What follows belongs to an exercise in optimizing a design on an open flow for small area and a short achievable clock period; a production flow would make more cautious choices.
Function was checked by simulation only, so behaviour that the tests miss may differ from the original.
Power and IR drop assume default switching activity.

lane 1:
## rho_pi_inv_serial
module rho_pi_inv_serial #(
    parameter bit BYPASS_RHO = 1'b0
) (
    input  logic        clk,
    input  logic        rst_n,
    input  logic        s_valid,
    output logic        s_ready,
    input  logic [63:0] s_data,
    output logic        m_valid,
    input  logic        m_ready,
    output logic [63:0] m_data,
    output logic        m_last,
    output logic        busy
);
For scale: roughly 2800 cells after synthesis, ~1600 flip-flops.
==> flow/config.mk <==
export PLATFORM = sky130hd
export DESIGN_NAME = rho_pi_inv_serial
export DESIGN_NICKNAME = rho_pi_inv_serial
export VERILOG_FILES = /design/flow/design.v
export SDC_FILE = /design/flow/constraint.sdc
export NUM_CORES = 4
export LEC_CHECK = 0
export CAP_MARGIN = 20
export CORE_MARGIN = 2
export CORE_UTILIZATION = 40
export SETUP_SLACK_MARGIN = 0.3
export SLEW_MARGIN = 20
==> flow/constraint.sdc <==
create_clock -name core_clock -period 7.0 [get_ports {clk}]
set_input_delay 1.4000 -clock core_clock [delete_from_list [all_inputs] [get_ports {clk}]]
set_output_delay 1.4000 -clock core_clock [all_outputs]
set_load 0.01 [all_outputs]
standard.sh (not shown) runs the stock make flow with config.mk's settings and CLKGATE_MAP_FILE= SYNTH_SCRIPT=/design/flow/synth_recipe.tcl, a recipe that flattens the netlist after the stock synthesis.
==> flow/flow/run.sh <==
#!/bin/bash
# Own layout flow: the standard synthesis unchanged, then the standard ORFS
# steps with a few extra settings (port buffer cell, clock tree options).
set -euo pipefail
W=$PWD
bash standard.sh synth > synth_std.log 2>&1
source flow/params.sh
make -C "$FLOW_HOME" DESIGN_CONFIG="$FLOW_CONFIG" WORK_HOME="$W/orfs" CLKGATE_MAP_FILE= \
  SYNTH_SCRIPT="$W/synth_recipe.tcl" "${EXTRA[@]}" finish > layout.log 2>&1
R=$W/orfs/results/$FLOW_PLATFORM/rho_pi_inv_serial/base
: # left out here: write the final layout as DEF
==> flow/flow/params.sh <==
EXTRA=(
  CORE_UTILIZATION=40
  SETUP_SLACK_MARGIN=3.8
  PLACE_DENSITY=0.45
  CELL_PAD_IN_SITES_DETAIL_PLACEMENT=1
  BUFFER_PORTS_ARGS="-buffer_cell sky130_fd_sc_hd__buf_1"
  CTS_ARGS="-sink_clustering_enable -repair_clock_nets -sink_clustering_size 30 -sink_clustering_max_diameter 100 -buf_list sky130_fd_sc_hd__clkbuf_16 -dont_use_dummy_load"
)
In summary, lane 1 completed successfully, with a layout that passed the timing, DRC and antenna checks.
Inputs modified between lane 1 and lane 2:
==> flow/flow/params.sh <==
EXTRA=(
  CORE_UTILIZATION=40
  SETUP_SLACK_MARGIN=3.8
  PLACE_DENSITY=0.45
  CELL_PAD_IN_SITES_DETAIL_PLACEMENT=1
  BUFFER_PORTS_ARGS="-buffer_cell sky130_fd_sc_hd__buf_2"
  CTS_ARGS="-sink_clustering_enable -repair_clock_nets -sink_clustering_size 30 -sink_clustering_max_diameter 100 -buf_list sky130_fd_sc_hd__clkbuf_16 -dont_use_dummy_load"
)
==> comparison <==
Summary of lane 2 over lane 1: global-route wire length before repair shrank by 4900 um, design area held steady, via count shrank by 0.81%, final worst setup slack shrank by 0.0044 ns. Compared lane 1 against lane 2; switching share of power within noise. The net switching component of the power on lane 2 is in line with that on lane 1. In the tables for lane 1 and lane 2, detailed-router iteration count before antenna repair reads lower with lane 2. On share of the final layout cell area in sequential cells, lane 1 and lane 2 are basically level. Count of fill cells added during filler insertion shrinks slightly when moving from lane 1 to lane 2.

---

Another version of the RTL of rho_pi_inv_serial (not shown whole).
For scale: ~2800 cells after synthesis, roughly 140 I/O pins, roughly 56000 um^2 of cells after synthesis.
==> flow/config.mk <==
export PLATFORM = sky130hd
export DESIGN_NAME = rho_pi_inv_serial
export DESIGN_NICKNAME = rho_pi_inv_serial
export VERILOG_FILES = /design/flow/design.v
export SDC_FILE = /design/flow/constraint.sdc
export NUM_CORES = 4
export LEC_CHECK = 0
export CAP_MARGIN = 20
export CORE_MARGIN = 2
export CORE_UTILIZATION = 40
export SETUP_SLACK_MARGIN = 0.3
export SLEW_MARGIN = 20
==> flow/constraint.sdc <==
create_clock -name core_clock -period 7.0 [get_ports {clk}]
set_input_delay 1.4000 -clock core_clock [delete_from_list [all_inputs] [get_ports {clk}]]
set_output_delay 1.4000 -clock core_clock [all_outputs]
set_load 0.01 [all_outputs]
==> flow/flow/params.sh <==
EXTRA=(
  CORE_UTILIZATION=40
  SETUP_SLACK_MARGIN=3.9
  PLACE_DENSITY=0.45
  CELL_PAD_IN_SITES_DETAIL_PLACEMENT=1
  BUFFER_PORTS_ARGS="-buffer_cell sky130_fd_sc_hd__buf_2"
  CTS_ARGS="-sink_clustering_enable -repair_clock_nets -sink_clustering_size 30 -sink_clustering_max_diameter 100 -buf_list sky130_fd_sc_hd__clkbuf_16 -dont_use_dummy_load"
)
Scripts as last shown in full above: flow/flow/run.sh
Change:
--- a/flow/flow/params.sh
+++ b/flow/flow/params.sh
@@ -1,5 +1,5 @@
 EXTRA=(
   CORE_UTILIZATION=40
-  SETUP_SLACK_MARGIN=3.9
+  SETUP_SLACK_MARGIN=3.7
   PLACE_DENSITY=0.45
   CELL_PAD_IN_SITES_DETAIL_PLACEMENT=1
Design area goes down slightly.
Clock power barely changes.
Hold slack stays flat.
Change:
--- a/flow/flow/params.sh
+++ b/flow/flow/params.sh
@@ -1,5 +1,5 @@
 EXTRA=(
   CORE_UTILIZATION=40
-  SETUP_SLACK_MARGIN=3.7
+  SETUP_SLACK_MARGIN=4.0
   PLACE_DENSITY=0.45
   CELL_PAD_IN_SITES_DETAIL_PLACEMENT=1
After rerunning: Count of clock-buffer cells in the layout is unchanged; core utilization is higher by 0.29 points; hold slack got worse by 4.5 ps; final cell count is higher by 0.45%; design area goes up by 0.66%; area after synthesis does not change.
Change:
--- a/flow/flow/params.sh
+++ b/flow/flow/params.sh
@@ -1,5 +1,5 @@
 EXTRA=(
   CORE_UTILIZATION=40
-  SETUP_SLACK_MARGIN=4.0
+  SETUP_SLACK_MARGIN=3.8
   PLACE_DENSITY=0.45
   CELL_PAD_IN_SITES_DETAIL_PLACEMENT=1
Outcome: Worst setup slack stays flat; cell count hardly moves; flip-flop and latch count does not change; via count is lower by 0.42%; hold slack gains 7.4 ps; design area decreases by 0.36%; critical path depth stays the same.

[separate check: timing with driven ports]
Ports are ideal in the flow. The routed layouts listed here were re-timed in OpenROAD. Step 1 sets driving cells, clkbuf_16 on the clock port and buf_2 on the other inputs (assumed; they add their load-dependent delay and slew). Step 2 also shifts input and output timing later by t, the mid clock arrival at the registers, as if the neighbouring blocks saw the same clock. Slacks: ideal ports / drivers / drivers and shift; pairs: ideal ports / drivers.
| run | t, ns | setup slack, ns | clock arrival spread, ns |
|---|---|---|---|
| lane 1 | 0.744 | 3.818 / 3.771 / 3.320 | 0.101 / 0.101 |
| lane 2 | 0.730 | 3.814 / 3.768 / 3.306 | 0.120 / 0.120 |
| the first run of note 2 | 0.757 | 3.810 / 3.669 / 3.172 | 0.086 / 0.086 |
| the second run of note 2 | 0.750 | 3.733 / 3.651 / 3.111 | 0.092 / 0.092 |
| the third run of note 2 | 0.754 | 3.812 / 3.669 / 3.304 | 0.096 / 0.096 |
| the fourth run of note 2 | 0.754 | 3.812 / 3.662 / 3.130 | 0.091 / 0.091 |
After both steps every run listed still meets setup and hold. The setup slack of the fourth run of note 2, which loses most, moves by -0.150 ns with the drivers and by -0.682 ns with both steps.
